Background: an optimization exercise with open tools, aiming at small area, a short achievable clock period and few clock cycles per item. Do not read the settings as production practice. Only simulation tests tie the RTL to the original design; equivalence was not proved.

==> flow/design.v (outline; a module is shown in full before it is edited, if it fits) <==
// module arr_mult_fa: 10 lines
// module arr_mult_ha: 9 lines
// module arr_multiplier_pipe: 3438 lines
module arr_multiplier_pipe #(
  parameter int INPUT_BIT_SIZE = 32,
  parameter int STAGES         = 4
) (
  input  logic                          Clk,
  input  logic                          Reset,
  input  logic                          InValid,
  output logic                          InReady,
  input  logic [INPUT_BIT_SIZE-1:0]     InA,
  input  logic [INPUT_BIT_SIZE-1:0]     InB,
  input  logic                          Signed,
  output logic                          OutValid,
  input  logic                          OutReady,
  output logic [2*INPUT_BIT_SIZE-1:0]   Out
);
  // ...
==> flow/flow/run.sh <==
#!/bin/bash
# The standard layout, with two changes to how it is made:
#  - the input and output ports get sky130_fd_sc_hd__buf_2 buffers instead of the
#    buffer the resizer picks on its own (a slow delay cell);
#  - the resizer's timing repair aims for SETUP_SLACK_MARGIN ns of setup slack, so it
#    works on the paths that set the achieved period, not only on violations.
# The clock period, SDC and every other setting are the standard flow's.
set -euo pipefail
export SETUP_SLACK_MARGIN=${SETUP_SLACK_MARGIN_OVERRIDE:-18.5}
export BUFFER_PORTS_ARGS="-buffer_cell sky130_fd_sc_hd__buf_2"
bash standard.sh > standard.log 2>&1
==> flow/standard.sh <==
#!/bin/bash
# synth_recipe.tcl (not shown) runs the flow's synth.tcl, then flattens the netlist and writes it again
# the make line also repeats each setting of config.mk as NAME=value (left out here)
make -C /OpenROAD-flow-scripts/flow DESIGN_CONFIG=/design/flow/config.mk WORK_HOME=/design/flow/orfs CLKGATE_MAP_FILE= SYNTH_SCRIPT=/design/flow/synth_recipe.tcl "${@:-finish}"
==> flow/config.mk <==
export PLATFORM = sky130hd
export DESIGN_NAME = arr_multiplier_pipe
export DESIGN_NICKNAME = arr_multiplier_pipe
export VERILOG_FILES = /design/flow/design.v
export SDC_FILE = /design/flow/constraint.sdc
export NUM_CORES = 4
export LEC_CHECK = 0
export ABC_AREA = 1
export CAP_MARGIN = 20
export CORE_MARGIN = 2
export CORE_UTILIZATION = 40
export CTS_CLUSTER_DIAMETER = 100
export CTS_CLUSTER_SIZE = 25
export SLEW_MARGIN = 20
export SYNTH_HIERARCHICAL = 1
export SYNTH_MINIMUM_KEEP_SIZE = 0
==> flow/constraint.sdc <==
create_clock -name core_clock -period 24.0 [get_ports {Clk}]
set_input_delay 4.8000 -clock core_clock [delete_from_list [all_inputs] [get_ports {Clk}]]
set_output_delay 4.8000 -clock core_clock [all_outputs]
set_load 0.01 [all_outputs]
==> reports/results.txt, run 1 <==
Synth area leaders: fa_1 (32%), edfxtp_1 (22%), xor2_1 (14%)
CTS Hold Bufs: 0
outcome: finished clean
clk latency of the worst-skew pair: 0.58 ns
path depth of the worst reg2reg path: 12
share of layout cells above drive strength 1: 11.8%
YS warnings: 7
CP endpoint: Out[14]
largest area contributor in the synthesized netlist: fa_1
CTS buffer count: 18
area of placed instances: 32800 um2
WP depth: 1
RSZ-0062 raised after global routing: true
Final nets: 3470
design area: 34100 um2
Worst path slowest cell: edfxtp_1
synthesized flop and latch total: 296
Seq/Total Area, Yosys: 26.3%
min cycle time layout: 5.95 ns
CP Launch Type: flip-flop
most frequent cells in the layout: xor2_1 (516), fa_1 (501), o22ai_1 (499), nand2_1 (251), edfxtp_1 (227)
global routing usage on met2: 39.3%
post-synthesis compound-gate area fraction: 12.5%
reg2reg setup slack: 18.57 ns
post-CTS sizing: 51
adder-cell share of the synthesized area: 35.7%
chip height: 284 um
Tap Count: 1040
Reg clk slew, reported paths: 0.09 ns
drt first-iter violations: 3187
n_diodes: 0
Top delay family on crit path: flip-flops
Unique masters post-synth: 37
Inst Count DP: 3813
die area: 80500 um2
reg-to-reg startpoint: b[15]
CTS H-tree lvls: 1
Testbench counts, summed over its fixed seeds: cycles 12,024, items 12,000.
==> inputs of run 2 (changes only) <==
--- a/flow/flow/run.sh
+++ b/flow/flow/run.sh
@@ -7,5 +7,5 @@
 # The clock period, SDC and every other setting are the standard flow's.
 set -euo pipefail
-export SETUP_SLACK_MARGIN=${SETUP_SLACK_MARGIN_OVERRIDE:-18.5}
+export SETUP_SLACK_MARGIN=${SETUP_SLACK_MARGIN_OVERRIDE:-18.2}
 export BUFFER_PORTS_ARGS="-buffer_cell sky130_fd_sc_hd__buf_2"
 bash standard.sh > standard.log 2>&1
==> run 2 against run 1 <==
First-iteration DRC count up 4.1%; clock-buffer cell count is the same; hold slack got worse by 0.0013 ns; global-route usage decreased by 0.47 points; register-to-register slack got worse by 0.30 ns; non-clock buffer count down 3; sequential cell count is the same; clock skew decreased by 0.014 ns; critical path depth unchanged; cell area fell by 1.3%.
==> reports/results.txt, run 2 <==
outcome: finished clean (unchanged)
RSZ-0062 raised after global routing: true (unchanged)
Slew @ Worst Pin: 0.917 ns (was 0.970 ns)
Placeable Area: 77500 um2 (unchanged)
most frequent cell after synthesis: xor2_1 (unchanged)
Layout Skew: 0.0251 ns (was 0.0388 ns)
CTS Sinks: 296 (unchanged)
Reg clk slew, reported paths: 0.10 ns (was 0.09 ns)
CP endpoint kind: output port (unchanged)
final hold slack: 0.455 ns (was 0.456 ns)
Post-synth EDFFs: 227 (unchanged)
Mapped Cells: 2846 (unchanged)
path depth of the worst reg2reg path: 12 (unchanged)
global-route wire length before repair: 157000 um (was 160000 um)
vias in the first global route: 24887 (was 24947)
Area Growth Syn to Fin: 7.55% (was 8.96%)
Max-slew headroom: 38.8% (was 34.7%)
CTS Hold Bufs: 0 (unchanged)
gpl congestion: 0.917 (was 0.959)
fillcell total: 7251 (was 7193)
WP buf/inv: 1 (unchanged)
DRC: 0 (unchanged)
DRT Wirelength: 105000 um (was 107000 um)
Initial Util: 40.4% (unchanged)
Async SR Flop Fraction: 1.69% (unchanged)
most frequent cells in the layout: xor2_1 (517), fa_1 (501), o22ai_1 (499), nand2_1 (253), edfxtp_1 (227) (was xor2_1 (516), fa_1 (501), o22ai_1 (499), nand2_1 (251), edfxtp_1 (227))
commonest non-fill, non-tap cell in the layout: xor2_1 (unchanged)
Post-DP HPWL: 69700 um (was 69900 um)
worst path cell trace: buf_2 (unchanged)
hold crit path type: flip-flop to flip-flop (unchanged)
drt first-iter violations: 3318 (was 3187)
CP Launch Type: flip-flop (unchanged)
CP peak stage delay: 0.50 ns (was 0.42 ns)
Worst EP arrival: 1.27 ns (was 1.15 ns)
Synth area leaders: fa_1 (32%), edfxtp_1 (22%), xor2_1 (14%) (unchanged)
Worst path slowest cell: edfxtp_1 (unchanged)
Overflow after GRT: 0 (unchanged)
largest net degree at the start of global routing: 72 (was 131)
Routed Antenna Nets: 0 (unchanged)
reg-to-reg startpoint: b[13] (was b[15])
gr usage total: 25.7% (was 26.1%)
CP Max Fanout: 1 (unchanged)
design area: 33600 um2 (was 34100 um2)
total number of vias: 23756 (was 23728)
n_diodes: 0 (unchanged)
drt first pass iters: 9 (was 8)
Top delay family on crit path: flip-flops (unchanged)
Final Hold Viols: 0 (unchanged)
Inst Count DP: 3813 (unchanged)
hold_sp: q_q[46] (was q_q[62])
largest area contributor in the synthesized netlist: fa_1 (unchanged)
max-cap violations: 0 (unchanged)
synth cell count leaders: xor2_1 (517), fa_1 (501), o22ai_1 (499) (unchanged)
wire per inst: 27.2 um (was 27.7 um)
Synth Flop Type: edfxtp_1 (unchanged)
Hold Crit Depth: 2 (unchanged)
CTS root buffer: clkbuf_16 (unchanged)
synthesized flop and latch total: 296 (unchanged)
Synth top area share: 32.1% (unchanged)
Die Span X: 284 um (unchanged)
DR vias/cell: 6.15 (was 6.14)
Final nets: 3469 (was 3470)
fin cells: 3860 (was 3862)
critical path class: flip-flop to output port (unchanged)
period utilization: 25.3% (was 24.8%)
# IOs: 135 (unchanged)
Row Count: 102 (unchanged)
clk latency of the worst-skew pair: 0.58 ns (about the same)
share of layout cells above drive strength 1: 11.2% (was 11.8%)
f_max: 0.165 GHz (was 0.168 GHz)
leading registers by flop count: o_q: 64 flops, q_q: 64 flops (unchanged)
Synth Cell Area: 31300 um2 (unchanged)
setup TNS: 0 ns (unchanged)
area of placed instances: 32800 um2 (about the same)
post-synthesis net count: 3506 (unchanged)
synthesized area per cell: 11.0 um2 (unchanged)
Required @ worst endpoint: 19.20 ns (about the same)
Setup crit start: o_q[60] (was o_q[14])
WP depth: 1 (unchanged)
CTS H-tree lvls: 1 (unchanged)
setup ws final: 17.93 ns (was 18.05 ns)
CTS buffer count: 18 (unchanged)
chip height: 284 um (unchanged)
CTS tree: yes (unchanged)
Slew Viols, Final: 0 (unchanged)
initial antenna violation count: 0 (was 1)
die area: 80500 um2 (unchanged)
pre-CTS setup slack: 17.64 ns (was 17.93 ns)
min cycle time layout: 6.07 ns (was 5.95 ns)
CTS max path bufs: 3 (unchanged)
Final setup viols: 0 (unchanged)
Unique masters post-synth: 37 (unchanged)
port buffer count: 134 (unchanged)
YS warnings: 7 (unchanged)
Seq/Total Area, Yosys: 26.3% (unchanged)
run 2: per-stage QoR:
| stage | util, % |
|---|---|
| after global routing | 43.4 |
| after floorplan | - |
| after detailed placement | 42.3 |
| after CTS | 43.2 |
| final | 43.4 |
| after global placement | 42.3 |
run 2: Yosys stat by module (local to each module, per instance):
module	times used	cells inside	cell area, um2	flops+latches
arr_mult_fa	493	1	20.0	0
arr_multiplier_pipe	1	2336	21200	296
arr_mult_ha	17	1	12.5	0
run 2: cell type report:
type | instances | area, um2 | area share (%)
Multi-Input combinational cell | 2123 | 21500 | 64.0
Clock buffer | 24 | 494 | 1.47
Sequential cell | 296 | 8230 | 24.4
Inverter | 156 | 627 | 1.86
Timing Repair Buffer | 214 | 1370 | 4.06
Clock inverter | 7 | 86.3 | 0.257
Tap cell | 1040 | 1300 | 3.87
run 2: logic make-up after synthesis:
group / Yosys count / share of synthesized area, %
AO/OA/AOI/OAI: 630 / 12.5
adder cells (fa/ha/maj): 591 / 35.7
XOR/XNOR: 544 / 15.2
buffers and inverters: 432 / 5.61
AND/OR/NAND/NOR: 353 / 4.70
flip-flops: 296 / 26.3
run 2: per-layer routing:
layer / up-vias / wire, um / track usage [%] / part of all wire, %
met4: 0 / 6660 / 13.6 / 6.3
li1: 9640 / - / - / -
met2: 1835 / 46000 / 38.8 / 44
met5: - / 0 / 0 / 0
met1: 11837 / 39400 / 33.5 / 38
met3: 444 / 12900 / 7.22 / 12
run 2: path summary, 6_finish.rpt:
kind	endpoint	slack, ns
max	Out[60]	17.93
min	q_q[46]	0.45
max reg2reg	m_x26	18.27
min reg2reg	q_q[46]	0.45
max in group asynchronous	q_vl	19.84
min in group asynchronous	q_vl2	4.02
run 2: worst register-to-register path, cell delays in order, from the launching register on:
cell      delay (ns)
edfxtp_1        0.35
buf_6           0.43
inv_1           0.42
o21ai_4         0.77
o22ai_1         0.20
xor2_1          0.22
fa_1            0.53
fa_1            0.52
fa_1            0.49
fa_1            0.44
fa_1            0.46
ha_1            0.20
fa_1            0.42
run 2: what timing repair did:
action	CTS	global route
gates cloned	4	1
resized for setup	16	36
setup endpoints to repair	102	116
pin swaps	6	4
setup buffers	3	8
==> inputs of run 3 (changes only) <==
--- a/flow/flow/run.sh
+++ b/flow/flow/run.sh
@@ -7,5 +7,5 @@
 # The clock period, SDC and every other setting are the standard flow's.
 set -euo pipefail
-export SETUP_SLACK_MARGIN=${SETUP_SLACK_MARGIN_OVERRIDE:-18.2}
+export SETUP_SLACK_MARGIN=${SETUP_SLACK_MARGIN_OVERRIDE:-17.8}
 export BUFFER_PORTS_ARGS="-buffer_cell sky130_fd_sc_hd__buf_2"
 bash standard.sh > standard.log 2>&1
==> run 3 against run 2 <==
Synthesized cell count unchanged; non-clock buffer count is 11 lower; still clean on timing, DRC and antenna; sequential share of layout area up 0.19 points.
==> reports/results.txt, run 3 <==
hold crit path type: flip-flop to flip-flop (unchanged)
most frequent CP cell: fa_1
setup ws final: 17.90 ns (was 17.93 ns)
Layout Skew: 0.0215 ns (was 0.0251 ns)
Initial Util: 40.4% (unchanged)
Final setup viols: 0 (unchanged)
synthesized area per cell: 11.0 um2 (unchanged)
CP Launch Type: flip-flop (unchanged)
Synth area leaders: fa_1 (32%), edfxtp_1 (22%), xor2_1 (14%) (unchanged)
die area: 80500 um2 (unchanged)
Placeable Area: 77500 um2 (unchanged)
commonest non-fill, non-tap cell in the layout: xor2_1 (unchanged)
CP peak stage delay: 0.92 ns (was 0.50 ns)
Top delay family on crit path: adder cells (was flip-flops)
Mapped Cells: 2846 (unchanged)
synthesized flop and latch total: 296 (unchanged)
Synth Cell Area: 31300 um2 (unchanged)
Required @ worst endpoint: 24.33 ns (was 19.20 ns)
CTS tree: yes (unchanged)
Overflow after GRT: 0 (unchanged)
Unique masters post-synth: 37 (unchanged)
# IOs: 135 (unchanged)
most frequent cell after synthesis: xor2_1 (unchanged)
worst path cell trace: buf_4 > inv_1 > o21ai_4 > o22ai_1 > xor2_1 > fa_1 > fa_1 > fa_1 > fa_1 > fa_1 > fa_1 > fa_1 (was buf_2)
share of layout cells above drive strength 1: 10.5% (was 11.2%)
Finished Core Util: 43.1% (was 43.4%)
Slew @ Worst Pin: 1.12 ns (was 0.917 ns)
period utilization: 25.4% (was 25.3%)
Die Span X: 284 um (unchanged)
Worst EP arrival: 6.44 ns (was 1.27 ns)
CP endpoint kind: flip-flop (was output port)
CTS buffer count: 18 (unchanged)
DR vias/cell: 6.11 (was 6.15)
port buffer count: 134 (unchanged)
chip height: 284 um (unchanged)
wire per inst: 27.0 um (was 27.2 um)
post-synthesis net count: 3506 (unchanged)
DR WL met3: 12300 um (was 12900 um)
leading registers by flop count: o_q: 64 flops, q_q: 64 flops (unchanged)
area of placed instances: 32800 um2 (about the same)
Final Hold Viols: 0 (unchanged)
initial antenna violation count: 0 (unchanged)
CTS Sinks: 296 (unchanged)
drt first pass iters: 6 (was 9)
clk latency of the worst-skew pair: 0.59 ns (was 0.58 ns)
wire length on met2: 45700 um (was 46000 um)
# Post-CTS Setup Buffers: 0 (was 3)
drt first-iter violations: 3098 (was 3318)
CP Max Fanout: 37 (was 1)
Routed Antenna Nets: 0 (unchanged)
Worst path slowest cell: o21ai_4 (was edfxtp_1)
total number of vias: 23483 (was 23756)
design area: 33400 um2 (was 33600 um2)
Reg clk slew, reported paths: 0.10 ns (about the same)
RSZ-0062 raised after global routing: true (unchanged)
Inst Count DP: 3813 (unchanged)
setup TNS: 0 ns (unchanged)
fin cells: 3845 (was 3860)
CTS H-tree lvls: 1 (unchanged)
min cycle time layout: 6.11 ns (was 6.07 ns)
DRC: 0 (unchanged)
WP buf/inv: 2 (was 1)
pre-CTS setup slack: 17.66 ns (was 17.64 ns)
post-CTS sizing: 0 (was 16)
max-cap violations: 0 (unchanged)
Seq/Total Area, Yosys: 26.3% (unchanged)
most frequent cells in the layout: xor2_1 (517), fa_1 (501), o22ai_1 (499), nand2_1 (255), edfxtp_1 (227) (was xor2_1 (517), fa_1 (501), o22ai_1 (499), nand2_1 (253), edfxtp_1 (227))
Synth top area share: 32.1% (unchanged)
global-route wire length before repair: 157000 um (about the same)
outcome: finished clean (unchanged)
f_max: 0.164 GHz (was 0.165 GHz)
gpl congestion: 0.935 (was 0.917)
CTS Hold Bufs: 0 (unchanged)
Area Growth Syn to Fin: 6.72% (was 7.55%)
largest area contributor in the synthesized netlist: fa_1 (unchanged)
largest net degree at the start of global routing: 128 (was 72)
uppermost layer routed: met5 (was met4)
Post-DP HPWL: 70700 um (was 69700 um)
final hold slack: 0.458 ns (was 0.455 ns)
Slew Viols, Final: 0 (unchanged)
n_diodes: 0 (unchanged)
Final nets: 3453 (was 3469)
Post-synth EDFFs: 227 (unchanged)
critical path class: flip-flop to flip-flop (was flip-flop to output port)
Row Count: 102 (unchanged)
DRT Wirelength: 104000 um (was 105000 um)
Async SR Flop Fraction: 1.69% (unchanged)
CTS max path bufs: 3 (unchanged)
CTS root buffer: clkbuf_16 (unchanged)
Max-slew headroom: 25.0% (was 38.8%)
Synth Flop Type: edfxtp_1 (unchanged)
YS warnings: 7 (unchanged)
met1 wire length: 39100 um (was 39400 um)
gr usage total: 25.5% (was 25.7%)
synth cell count leaders: xor2_1 (517), fa_1 (501), o22ai_1 (499) (unchanged)
vias in the first global route: 24865 (was 24887)
-- run 3: cell counts after synthesis --
Identical to the previous run, type by type.
-- run 3: modules after synthesis (local to each module, per instance) --
| module | cell area [um2] | flip-flops and latches | cells | times used |
|---|---|---|---|---|
| arr_mult_fa | 20.0 | 0 | 1 | 493 |
| arr_mult_ha | 12.5 | 0 | 1 | 17 |
| arr_multiplier_pipe | 21200 | 296 | 2336 | 1 |
-- run 3: worst register-to-register path: stages, from the launching register on --
cell	delay, ns
edfxtp_1	0.33
buf_4	0.55
inv_1	0.36
o21ai_4	0.92
o22ai_1	0.21
xor2_1	0.23
fa_1	0.53
fa_1	0.41
fa_1	0.52
fa_1	0.46
fa_1	0.42
fa_1	0.51
fa_1	0.41
-- run 3: path summary, 6_finish.rpt --
check / startpoint / end / cells after the start / slack [ns]
max reg2reg: b[15] / m_y37 / 12 / 17.90
max: b[15] / m_y37 / 12 / 17.90
min reg2reg: q_q[8] / q_q[8] / 2 / 0.46
min in group asynchronous: Reset / q_vl / 1 / 4.01
min: q_q[8] / q_q[8] / 2 / 0.46
max in group asynchronous: Reset / q_vl / 1 / 19.85
-- run 3: cells by family after synthesis --
kind of cell,share of synthesized area (%)
buffers and inverters,5.61
AO/OA/AOI/OAI,12.5
flip-flops,26.3
AND/OR/NAND/NOR,4.70
XOR/XNOR,15.2
adder cells (fa/ha/maj),35.7
-- run 3: routing by layer --
| metal | up-vias | global-route usage [%] |
|---|---|---|
| li1 | 9583 | - |
| met2 | 1666 | 38.9 |
| met3 | 430 | 7.33 |
| met1 | 11802 | 32.7 |
| met5 | - | 0.476 |
| met4 | 2 | 14.0 |
-- run 3: final cells by class --
class	instances	area [um2]
Timing Repair Buffer	203	1190
Tap cell	1040	1300
Fill cell	7326	44100
Clock inverter	10	131
Multi-Input combinational cell	2118	21500
Clock buffer	22	475
Sequential cell	296	8230
Inverter	156	593
==> inputs of run 4 (changes only) <==
--- a/flow/flow/run.sh
+++ b/flow/flow/run.sh
@@ -7,5 +7,5 @@
 # The clock period, SDC and every other setting are the standard flow's.
 set -euo pipefail
-export SETUP_SLACK_MARGIN=${SETUP_SLACK_MARGIN_OVERRIDE:-17.8}
+export SETUP_SLACK_MARGIN=${SETUP_SLACK_MARGIN_OVERRIDE:-18.0}
 export BUFFER_PORTS_ARGS="-buffer_cell sky130_fd_sc_hd__buf_2"
 bash standard.sh > standard.log 2>&1
--- a/flow/config.mk
+++ b/flow/config.mk
@@ -9,7 +9,8 @@
 export CAP_MARGIN = 20
 export CORE_MARGIN = 2
-export CORE_UTILIZATION = 40
+export CORE_UTILIZATION = 55
 export CTS_CLUSTER_DIAMETER = 100
 export CTS_CLUSTER_SIZE = 25
+export PLACE_DENSITY = 0.7
 export SLEW_MARGIN = 20
 export SYNTH_HIERARCHICAL = 1
==> run 4 against run 3 <==
Still clean; global-route usage is 7.6 points higher; register-to-register slack improved by 0.13 ns; fmax rose by 2.2%; critical path depth unchanged; synthesized cell count unchanged; die area decreased by 27%; non-clock buffer count rose by 2; critical path type unchanged; largest cell class unchanged.
==> reports/results.txt, run 4 <==
Layout Skew: 0.0388 ns (was 0.0215 ns)
Die Span X: 243 um (was 284 um)
Final nets: 3457 (was 3453)
Overflow after GRT: 0 (unchanged)
Initial Util: 55.6% (was 40.4%)
chip height: 243 um (was 284 um)
total number of vias: 23922 (was 23483)
wire per inst: 27.7 um (was 27.0 um)
Reg clk slew, reported paths: 0.10 ns (about the same)
most frequent cells in the layout: xor2_1 (517), fa_1 (501), o22ai_1 (499), nand2_1 (255), edfxtp_1 (227) (unchanged)
CTS buffer count: 16 (was 18)
CTS Sinks: 296 (unchanged)
period utilization: 24.9% (was 25.4%)
clk latency of the worst-skew pair: 0.56 ns (was 0.59 ns)
Worst EP arrival: 6.28 ns (was 6.44 ns)
fillcell total: 4675 (was 7326)
Top delay family on crit path: adder cells (unchanged)
drt first pass iters: 7 (was 6)
Synth top area share: 32.1% (unchanged)
CTS Hold Bufs: 0 (unchanged)
Mapped Cells: 2846 (unchanged)
Inst Count DP: 3529 (was 3813)
CP endpoint: m_y35 (was m_y37)
Setup crit start: b[11] (was b[15])
Unique masters post-synth: 37 (unchanged)
Synth Cell Area: 31300 um2 (unchanged)
Worst R2R End: m_y35 (was m_y37)
synthesized flop and latch total: 296 (unchanged)
commonest non-fill, non-tap cell in the layout: xor2_1 (unchanged)
Area Growth Syn to Fin: 5.47% (was 6.72%)
Slew @ Worst Pin: 1.21 ns (was 1.12 ns)
YS warnings: 7 (unchanged)
Synth area leaders: fa_1 (32%), edfxtp_1 (22%), xor2_1 (14%) (unchanged)
largest area contributor in the synthesized netlist: fa_1 (unchanged)
gpl congestion: 0.946 (was 0.935)
share of layout cells above drive strength 1: 10.5% (about the same)
Seq/Total Area, Yosys: 26.3% (unchanged)
Worst path slowest cell: o21ai_2 (was o21ai_4)
CTS root buffer: clkbuf_16 (unchanged)
CP peak stage delay: 1.00 ns (was 0.92 ns)
Final setup viols: 0 (unchanged)
Placeable Area: 56300 um2 (was 77500 um2)
setup TNS: 0 ns (unchanged)
global-route wire length before repair: 149000 um (was 157000 um)
critical path class: flip-flop to flip-flop (unchanged)
max-cap violations: 0 (unchanged)
CTS tree: yes (unchanged)
most frequent CP cell: fa_1 (unchanged)
gr usage total: 33.1% (was 25.5%)
DRT Wirelength: 98600 um (was 104000 um)
CTS H-tree lvls: 1 (unchanged)
drt first-iter violations: 3427 (was 3098)
CP Max Fanout: 37 (unchanged)
path depth of the worst reg2reg path: 12 (unchanged)
area taken by multi-input logic gates: 21500 um2 (about the same)
die area: 58800 um2 (was 80500 um2)
Post-synth EDFFs: 227 (unchanged)
RSZ-0062 raised after global routing: false (was true)
fin cells: 3562 (was 3845)
Row Count: 87 (was 102)
synthesized area per cell: 11.0 um2 (unchanged)
sequential cell area: 8230 um2 (unchanged)
initial antenna violation count: 2 (was 0)
Post-DP HPWL: 64900 um (was 70700 um)
# IOs: 135 (unchanged)
DRC: 0 (unchanged)
CP Launch Type: flip-flop (unchanged)
Slew Viols, Final: 0 (unchanged)
outcome: finished clean (unchanged)
WP buf/inv: 2 (unchanged)
CTS max path bufs: 3 (unchanged)
leading registers by flop count: o_q: 64 flops, q_q: 64 flops (unchanged)
most frequent cell after synthesis: xor2_1 (unchanged)
synth cell count leaders: xor2_1 (517), fa_1 (501), o22ai_1 (499) (unchanged)
reg2reg setup slack: 18.02 ns (was 17.90 ns)
worst path cell trace: buf_4 > inv_1 > o21ai_2 > o22ai_1 > xor2_1 > fa_1 > fa_1 > fa_1 > fa_1 > fa_1 > fa_1 > fa_1 (was buf_4 > inv_1 > o21ai_4 > o22ai_1 > xor2_1 > fa_1 > fa_1 > fa_1 > fa_1 > fa_1 > fa_1 > fa_1)
f_max: 0.167 GHz (was 0.164 GHz)
hold crit path type: flip-flop to flip-flop (unchanged)
vias in the first global route: 24838 (was 24865)
Required @ worst endpoint: 24.30 ns (was 24.33 ns)
largest net degree at the start of global routing: 120 (was 128)
Async SR Flop Fraction: 1.69% (unchanged)
min cycle time layout: 5.98 ns (was 6.11 ns)
Max-slew headroom: 19.1% (was 25.0%)
Final Hold Viols: 0 (unchanged)
reg-to-reg startpoint: b[11] (was b[15])
Routed Antenna Nets: 0 (unchanged)
WP depth: 12 (unchanged)
DR vias/cell: 6.72 (was 6.11)
port buffer count: 134 (unchanged)
post-synthesis net count: 3506 (unchanged)
Synth Flop Type: edfxtp_1 (unchanged)
CP endpoint kind: flip-flop (unchanged)
n_diodes: 0 (unchanged)
[run 4: cell counts after synthesis]
No cell type changed its count.
[run 4: repair_timing]
item,4_1_cts,5_1_grt
cloned,0,4
buffers inserted,0,2
endpoints found under the setup margin,1,15
pin swaps,0,6
resized for setup,1,16
[run 4: layout make-up]
cell class,count,share of cell area (%)
clock inverters,4,0.110
flip-flops and latches,296,24.9
multi-input cells,2122,65.2
inverters,156,1.82
repair buffers,205,3.72
clock buffers,23,1.36
well taps,756,2.87
[run 4: cells by family (layout without fill, tap and decap cells)]
group	Yosys count	after routing	share of synthesized area, %
compound gates	630	634	12.5
fa+ha+maj	591	591	35.7
xor+xnor	544	544	15.2
buf+inv	432	388	5.61
simple gates	353	353	4.70
flops	296	296	26.3
[run 4: per-stage QoR]
step / hold slack [ns] / utilization (%) / worst slack (ns) / area, um2
after global routing: 0.479 / 58.6 / 18.01 / 33000
final: 0.456 / 58.6 / 18.02 / 33000
after detailed placement: 0.438 / 57.6 / 17.83 / 32400
after global placement: 0.427 / 57.6 / 17.85 / 32400
after CTS: 0.462 / 58.5 / 18.01 / 32900
after floorplan: 0.414 / - / 18.30 / 31300
[run 4: worst min path at each step]
stage            start      end  slack (ns)  cells after the start
2_1_floorplan  q_q[62]  q_q[62]        0.41                      2
3_3_place_gp   q_q[62]  q_q[62]        0.43                      2
3_5_place_dp    q_q[1]   q_q[1]        0.44                      2
4_1_cts        q_q[36]  q_q[36]        0.46                      2
5_1_grt        q_q[60]  q_q[60]        0.48                      2
6_report       q_q[56]  q_q[56]        0.46                      2
[run 4: modules after synthesis (local to each module, per instance)]
module               copies in the design  cells  flops+latches
arr_mult_ha                            17      1              0
arr_multiplier_pipe                     1   2336            296
arr_mult_fa                           493      1              0
[run 4: worst reg2reg max path: cells and delay by family (launching register included)]
| kind | cells | cell delay (ns) |
|---|---|---|
| AO/OA/AOI/OAI | 2 | 1.21 |
| XOR/XNOR | 1 | 0.22 |
| adder cells (fa/ha/maj) | 7 | 3.06 |
| buffers and inverters | 2 | 0.91 |
| flip-flops | 1 | 0.33 |
[run 4: routing by layer]
metal  share of wire [%]  vias to the layer above  track usage, %
met5                   0                        -           0.245
met4                 6.8                        0            17.8
met3                  14                      533            10.9
met2                  43                     2056            49.2
met1                  36                    11725            43.1
li1                    -                     9608               -
==> inputs of run 5 (changes only) <==
--- a/flow/config.mk
+++ b/flow/config.mk
@@ -9,8 +9,7 @@
 export CAP_MARGIN = 20
 export CORE_MARGIN = 2
-export CORE_UTILIZATION = 55
+export CORE_UTILIZATION = 40
 export CTS_CLUSTER_DIAMETER = 100
 export CTS_CLUSTER_SIZE = 25
-export PLACE_DENSITY = 0.7
 export SLEW_MARGIN = 20
 export SYNTH_HIERARCHICAL = 1
==> run 5 against run 4 <==
Still clean on timing, DRC and antenna; routed wire length is 6.2% higher; sequential share of layout area is 0.36 points lower; non-clock buffer count is 2 higher; global-route usage is 7.5 points lower; core utilization is 15 points lower; cell area is 1.5% higher; synthesized area stayed put; via count is 1.1% lower; first-iteration DRC count is 1.8% lower; critical endpoint is now Out[60].
==> reports/results.txt, run 5 <==
synthesized flop and latch total: 296 (unchanged)
DR vias/cell: 6.14 (was 6.72)
path depth of the worst reg2reg path: 12 (unchanged)
Final nets: 3461 (was 3457)
area taken by multi-input logic gates: 21500 um2 (unchanged)
YS warnings: 7 (unchanged)
global-route wire length before repair: 157000 um (was 149000 um)
fillcell total: 7252 (was 4675)
Seq/Total Area, Yosys: 26.3% (unchanged)
leading registers by flop count: o_q: 64 flops, q_q: 64 flops (unchanged)
total number of vias: 23654 (was 23922)
DR WL met3: 13000 um (was 14000 um)
f_max: 0.165 GHz (was 0.167 GHz)
Routed Antenna Nets: 0 (unchanged)
Die Span X: 284 um (was 243 um)
Required @ worst endpoint: 19.20 ns (was 24.30 ns)
Worst EP arrival: 1.27 ns (was 6.28 ns)
gr usage total: 25.6% (was 33.1%)
vias in the first global route: 24854 (was 24838)
Unique masters post-synth: 37 (unchanged)
DRC: 0 (unchanged)
Mapped Cells: 2846 (unchanged)
CTS tree: yes (unchanged)
Placeable Area: 77500 um2 (was 56300 um2)
CP endpoint kind: output port (was flip-flop)
commonest non-fill, non-tap cell in the layout: xor2_1 (unchanged)
min cycle time layout: 6.07 ns (was 5.98 ns)
Post-DP HPWL: 69700 um (was 64900 um)
period utilization: 25.3% (was 24.9%)
gpl congestion: 0.917 (was 0.946)
Final setup viols: 0 (unchanged)
worst path cell trace: buf_2 (was buf_4 > inv_1 > o21ai_2 > o22ai_1 > xor2_1 > fa_1 > fa_1 > fa_1 > fa_1 > fa_1 > fa_1 > fa_1)
hold crit path type: flip-flop to flip-flop (unchanged)
Area Growth Syn to Fin: 7.02% (was 5.47%)
hold_sp: q_q[46] (was q_q[56])
RSZ-0062 raised after global routing: true (was false)
wire length on met2: 46200 um (was 42600 um)
port buffer count: 134 (unchanged)
largest net degree at the start of global routing: 72 (was 120)
setup ws final: 17.93 ns (was 18.02 ns)
die area: 80500 um2 (was 58800 um2)
Async SR Flop Fraction: 1.69% (unchanged)
Slew @ Worst Pin: 0.919 ns (was 1.21 ns)
Top delay family on crit path: flip-flops (was adder cells)
Finished Core Util: 43.2% (was 58.6%)
Max-slew headroom: 38.7% (was 19.1%)
design area: 33500 um2 (was 33000 um2)
Synth Cell Area: 31300 um2 (unchanged)
Layout Skew: 0.0244 ns (was 0.0388 ns)
Hold Crit Depth: 2 (unchanged)
sequential cell area: 8230 um2 (unchanged)
Worst path slowest cell: edfxtp_1 (was o21ai_2)
share of layout cells above drive strength 1: 10.8% (was 10.5%)
setup TNS: 0 ns (unchanged)
CTS Hold Bufs: 0 (unchanged)
DRT Wirelength: 105000 um (was 98600 um)
Synth Flop Type: edfxtp_1 (unchanged)
outcome: finished clean (unchanged)
initial antenna violation count: 0 (was 2)
final hold slack: 0.455 ns (was 0.456 ns)
max-cap violations: 0 (unchanged)
Inst Count DP: 3813 (was 3529)
critical path class: flip-flop to output port (was flip-flop to flip-flop)
met1 wire length: 39300 um (was 35200 um)
Final Hold Viols: 0 (unchanged)
Worst R2R End: m_y35 (unchanged)
CTS Sinks: 296 (unchanged)
CTS root buffer: clkbuf_16 (unchanged)
drt first pass iters: 6 (was 7)
most frequent cell after synthesis: xor2_1 (unchanged)
CTS buffer count: 18 (was 16)
Synth top area share: 32.1% (unchanged)
synth cell count leaders: xor2_1 (517), fa_1 (501), o22ai_1 (499) (unchanged)
area of placed instances: 32800 um2 (was 32400 um2)
post-synthesis net count: 3506 (unchanged)
pre-CTS setup slack: 17.64 ns (was 17.83 ns)
Slew Viols, Final: 0 (unchanged)
WP buf/inv: 1 (was 2)
most frequent cells in the layout: xor2_1 (517), fa_1 (501), o22ai_1 (499), nand2_1 (255), edfxtp_1 (227) (unchanged)
synthesized area per cell: 11.0 um2 (unchanged)
fin cells: 3852 (was 3562)
endpoint of the worst hold path: q_q[46] (was q_q[56])
clk latency of the worst-skew pair: 0.58 ns (was 0.56 ns)
reg2reg setup slack: 18.13 ns (was 18.02 ns)
CTS max path bufs: 3 (unchanged)
CP peak stage delay: 0.50 ns (was 1.00 ns)
Synth area leaders: fa_1 (32%), edfxtp_1 (22%), xor2_1 (14%) (unchanged)
CTS H-tree lvls: 1 (unchanged)
chip height: 284 um (was 243 um)
CP Max Fanout: 1 (was 37)
Overflow after GRT: 0 (unchanged)
CP Launch Type: flip-flop (unchanged)
Row Count: 102 (was 87)
drt first-iter violations: 3366 (was 3427)
Reg clk slew, reported paths: 0.10 ns (about the same)
n_diodes: 0 (unchanged)
uppermost layer routed: met4 (unchanged)
Post-synth EDFFs: 227 (unchanged)
Initial Util: 40.4% (was 55.6%)
wire per inst: 27.2 um (was 27.7 um)
# IOs: 135 (unchanged)
reg-to-reg startpoint: b[13] (was b[11])
largest area contributor in the synthesized netlist: fa_1 (unchanged)
run 5: cell counts after synthesis:
No cell type changed its count.
run 5: Yosys stat by module, one instance, submodules excluded:
module	cell area, um2	cells inside
arr_mult_fa	20.0	1
arr_mult_ha	12.5	1
arr_multiplier_pipe	21200	2336
run 5: how the worst max path moves through the flow:
stage / startpoint / to / slack, ns / cells after the start
floorplan: OutReady / o_q[0] / 18.30 / 2
global placement: OutReady / o_q[52] / 17.68 / 4
detailed placement: OutReady / o_q[52] / 17.64 / 4
CTS: o_q[60] / Out[60] / 17.88 / 1
global route: o_q[60] / Out[60] / 17.89 / 1
finish: o_q[60] / Out[60] / 17.93 / 1
run 5: cell families (layout without fill, tap and decap cells):
kind of cell / count (synthesis) / after routing / share of synthesized area, %
buffers and inverters: 432 / 394 / 5.61
adders and majority gates: 591 / 591 / 35.7
xor gates and xnor gates: 544 / 544 / 15.2
and+or+nand+nor: 353 / 353 / 4.70
AOI/OAI and AO/OA: 630 / 634 / 12.5
DFF: 296 / 296 / 26.3
run 5: layout make-up:
class / instances / area share, %
clock buffers: 24 / 1.48
clock inverters: 7 / 0.258
inverters: 156 / 1.82
multi-input cells: 2122 / 64.3
flip-flops and latches: 296 / 24.6
well taps: 1040 / 3.89
repair buffers: 207 / 3.73
run 5: per-layer routing:
| layer | vias up | GRT usage [%] |
|---|---|---|
| li1 | 9627 | - |
| met1 | 11747 | 33.5 |
| met2 | 1863 | 39.0 |
| met3 | 417 | 7.18 |
| met4 | 0 | 13.1 |
| met5 | - | 0 |
run 5: repair_timing:
action                     CTS  global route
resized for setup            1            20
pin swaps                    4             3
setup buffers                1             2
setup endpoints to repair   16            41
gates cloned                 3             1
==> inputs of run 6 (changes only) <==
--- a/flow/config.mk
+++ b/flow/config.mk
@@ -7,10 +7,10 @@
 export LEC_CHECK = 0
 export ABC_AREA = 1
-export CAP_MARGIN = 20
+export CAP_MARGIN = 5
 export CORE_MARGIN = 2
 export CORE_UTILIZATION = 40
 export CTS_CLUSTER_DIAMETER = 100
 export CTS_CLUSTER_SIZE = 25
-export SLEW_MARGIN = 20
+export SLEW_MARGIN = 5
 export SYNTH_HIERARCHICAL = 1
 export SYNTH_MINIMUM_KEEP_SIZE = 0
==> run 6 against run 5 <==
Cell area unchanged; cell count about the same; synthesized cell count unchanged; clock skew up 0.0011 ns; critical path depth unchanged; sequential cell count unchanged; register-to-register slack worse by 0.04 ns; non-clock buffer count down 1; sequential share of layout area unchanged; core utilization unchanged; critical endpoint unchanged; largest cell class unchanged.
==> reports/results.txt, run 6 <==
clk latency of the worst-skew pair: 0.58 ns (about the same)
wire per inst: 27.2 um (about the same)
reg-to-reg startpoint: b[11] (was b[13])
commonest non-fill, non-tap cell in the layout: xor2_1 (unchanged)
CTS root buffer: clkbuf_16 (unchanged)
critical path class: flip-flop to output port (unchanged)
gpl congestion: 0.917 (unchanged)
CP endpoint kind: output port (unchanged)
drt first pass iters: 6 (unchanged)
f_max: 0.165 GHz (about the same)
Post-synth EDFFs: 227 (unchanged)
post-synthesis net count: 3506 (unchanged)
chip height: 284 um (unchanged)
Seq/Total Area, Yosys: 26.3% (unchanged)
Layout Skew: 0.0256 ns (was 0.0244 ns)
Synth Flop Type: edfxtp_1 (unchanged)
CTS buffer count: 18 (unchanged)
CTS H-tree lvls: 1 (unchanged)
Worst path slowest cell: edfxtp_1 (unchanged)
# IOs: 135 (unchanged)
synthesized area per cell: 11.0 um2 (unchanged)
drt first-iter violations: 3322 (was 3366)
WP depth: 1 (unchanged)
initial antenna violation count: 0 (unchanged)
largest area contributor in the synthesized netlist: fa_1 (unchanged)
Synth area leaders: fa_1 (32%), edfxtp_1 (22%), xor2_1 (14%) (unchanged)
Setup crit start: o_q[60] (unchanged)
Final Hold Viols: 0 (unchanged)
gr usage total: 25.6% (unchanged)
YS warnings: 7 (unchanged)
Reg clk slew, reported paths: 0.10 ns (about the same)
Final nets: 3460 (was 3461)
largest net degree at the start of global routing: 72 (unchanged)
CTS Hold Bufs: 0 (unchanged)
min cycle time layout: 6.07 ns (about the same)
final hold slack: 0.455 ns (about the same)
share of layout cells above drive strength 1: 10.7% (was 10.8%)
Die Span X: 284 um (unchanged)
CP Launch Type: flip-flop (unchanged)
CP peak stage delay: 0.50 ns (about the same)
Slew Viols, Final: 0 (unchanged)
Post-DP HPWL: 69700 um (unchanged)
DRT Wirelength: 105000 um (about the same)
Overflow after GRT: 0 (unchanged)
synth cell count leaders: xor2_1 (517), fa_1 (501), o22ai_1 (499) (unchanged)
Routed Antenna Nets: 0 (unchanged)
port buffer count: 134 (unchanged)
synthesized flop and latch total: 296 (unchanged)
worst path cell trace: buf_2 (unchanged)
global-route wire length before repair: 157000 um (unchanged)
leading registers by flop count: o_q: 64 flops, q_q: 64 flops (unchanged)
DRC: 0 (unchanged)
Top delay family on crit path: flip-flops (unchanged)
CTS max path bufs: 3 (unchanged)
CP Max Fanout: 1 (unchanged)
Placeable Area: 77500 um2 (unchanged)
outcome: finished clean (unchanged)
Unique masters post-synth: 37 (unchanged)
total number of vias: 23617 (was 23654)
WP buf/inv: 1 (unchanged)
most frequent cells in the layout: xor2_1 (517), fa_1 (501), o22ai_1 (499), nand2_1 (255), edfxtp_1 (227) (unchanged)
die area: 80500 um2 (unchanged)
Required @ worst endpoint: 19.20 ns (about the same)
CTS Sinks: 296 (unchanged)
Final setup viols: 0 (unchanged)
most frequent cell after synthesis: xor2_1 (unchanged)
Hold Crit Depth: 2 (unchanged)
n_diodes: 0 (unchanged)
period utilization: 25.3% (about the same)
Synth top area share: 32.1% (unchanged)
Mapped Cells: 2846 (unchanged)
Synth Cell Area: 31300 um2 (unchanged)
path depth of the worst reg2reg path: 12 (unchanged)
DR vias/cell: 6.13 (was 6.14)
Worst R2R End: m_y35 (unchanged)
setup ws final: 17.93 ns (about the same)
setup TNS: 0 ns (unchanged)
Max-slew headroom: 37.4% (was 38.7%)
Initial Util: 40.4% (unchanged)
reg2reg setup slack: 18.09 ns (was 18.13 ns)
Area Growth Syn to Fin: 7.02% (unchanged)
Worst EP arrival: 1.27 ns (about the same)
pre-CTS setup slack: 17.64 ns (unchanged)
RSZ-0062 raised after global routing: true (unchanged)
max-cap violations: 0 (unchanged)
Row Count: 102 (unchanged)
CTS tree: yes (unchanged)
Slew @ Worst Pin: 0.937 ns (was 0.919 ns)
CP endpoint: Out[60] (unchanged)
vias in the first global route: 24854 (unchanged)
Async SR Flop Fraction: 1.69% (unchanged)
hold crit path type: flip-flop to flip-flop (unchanged)
==> run 6: final cells by class <==
cell class / instances / area, um2
Multi-Input combinational cell: 2122 / 21500
Fill cell: 7254 / 44000
Clock buffer: 24 / 494
Sequential cell: 296 / 8230
Tap cell: 1040 / 1300
Clock inverter: 7 / 86.3
Inverter: 156 / 609
Timing Repair Buffer: 206 / 1240
==> run 6: through the flow <==
stage / cell area [um2] / util (%) / instances
after floorplan: 31300 / - / 2846
after global placement: 32800 / 42.3 / 3813
after detailed placement: 32800 / 42.3 / 3813
after CTS: 33400 / 43.1 / 3848
after global routing: 33500 / 43.2 / 3851
final: 33500 / 43.2 / 3851
==> run 6: modules after synthesis (local to each module, per instance) <==
module               cell area (um2)  times used  cells inside
arr_mult_fa                     20.0         493             1
arr_mult_ha                     12.5          17             1
arr_multiplier_pipe            21200           1          2336
==> run 6: cell families after synthesis <==
family,synth area share (%)
compound gates,12.5
fa+ha+maj,35.7
xor+xnor,15.2
buf+inv,5.61
simple gates,4.70
flops,26.3
==> run 6: what timing repair did <==
item                                    in CTS  in global routing
pin swaps                                    4                  3
endpoints found under the setup margin      16                 50
setup buffers                                1                  2
gates cloned                                 3                  1
gates resized for setup                      1                 23
==> run 6: layer usage <==
metal	vias to the layer above	global-route usage, %	wire (um)
met5	-	0	0
met2	1808	39.0	46400
met3	399	7.18	12600
li1	9611	-	-
met4	0	13.1	5990
met1	11799	33.5	39600
==> run 6: worst min-delay path by stage <==
stage | slack (ns) | endpoint | start
floorplan | 0.41 | q_q[62] | q_q[62]
global placement | 0.43 | q_q[60] | q_q[60]
detailed placement | 0.44 | q_q[46] | q_q[46]
CTS | 0.46 | q_q[1] | q_q[1]
global route | 0.49 | q_q[12] | q_q[12]
finish | 0.45 | q_q[46] | q_q[46]

==> static timing again, ports no longer ideal <==
In the flow no input, the clock included, has a driving cell. The finished layouts below were timed again as built, in two steps. Step 1 (the two cells are an assumption about what drives the block):
set clk [get_ports {Clk}]
set_driving_cell -lib_cell sky130_fd_sc_hd__clkbuf_16 $clk
set_driving_cell -lib_cell sky130_fd_sc_hd__buf_2 [delete_from_list [all_inputs] $clk]
Step 2 also shifts input and output timing later by t, the mid clock arrival at the registers, as if the neighbouring blocks saw the same clock. Three values: ideal ports, drivers, drivers and shift; two values: the first two.
run	t, ns	slack for setup (ns)	latest minus earliest clock arrival (ns)	worst register clock-pin slew, ns	worst slew at a driven data input, ns
run 1	0.627	18.049 / 17.981 / 18.117	0.041 / 0.041	0.10 / 0.10	0.07
run 2	0.635	17.926 / 17.857 / 17.830	0.025 / 0.025	0.10 / 0.10	0.06
run 3	0.649	17.895 / 17.891 / 17.680	0.023 / 0.023	0.10 / 0.10	0.06
run 4	0.603	18.024 / 18.005 / 17.874	0.039 / 0.039	0.10 / 0.10	0.04
run 5	0.634	17.930 / 17.860 / 17.674	0.026 / 0.026	0.10 / 0.10	0.06
run 6	0.633	17.932 / 17.863 / 17.669	0.026 / 0.026	0.10 / 0.10	0.06
After both steps every run listed still meets setup and hold. For run 6, which loses most, drivers alone change the setup slack by -0.069 ns; drivers and shift together by -0.263 ns.
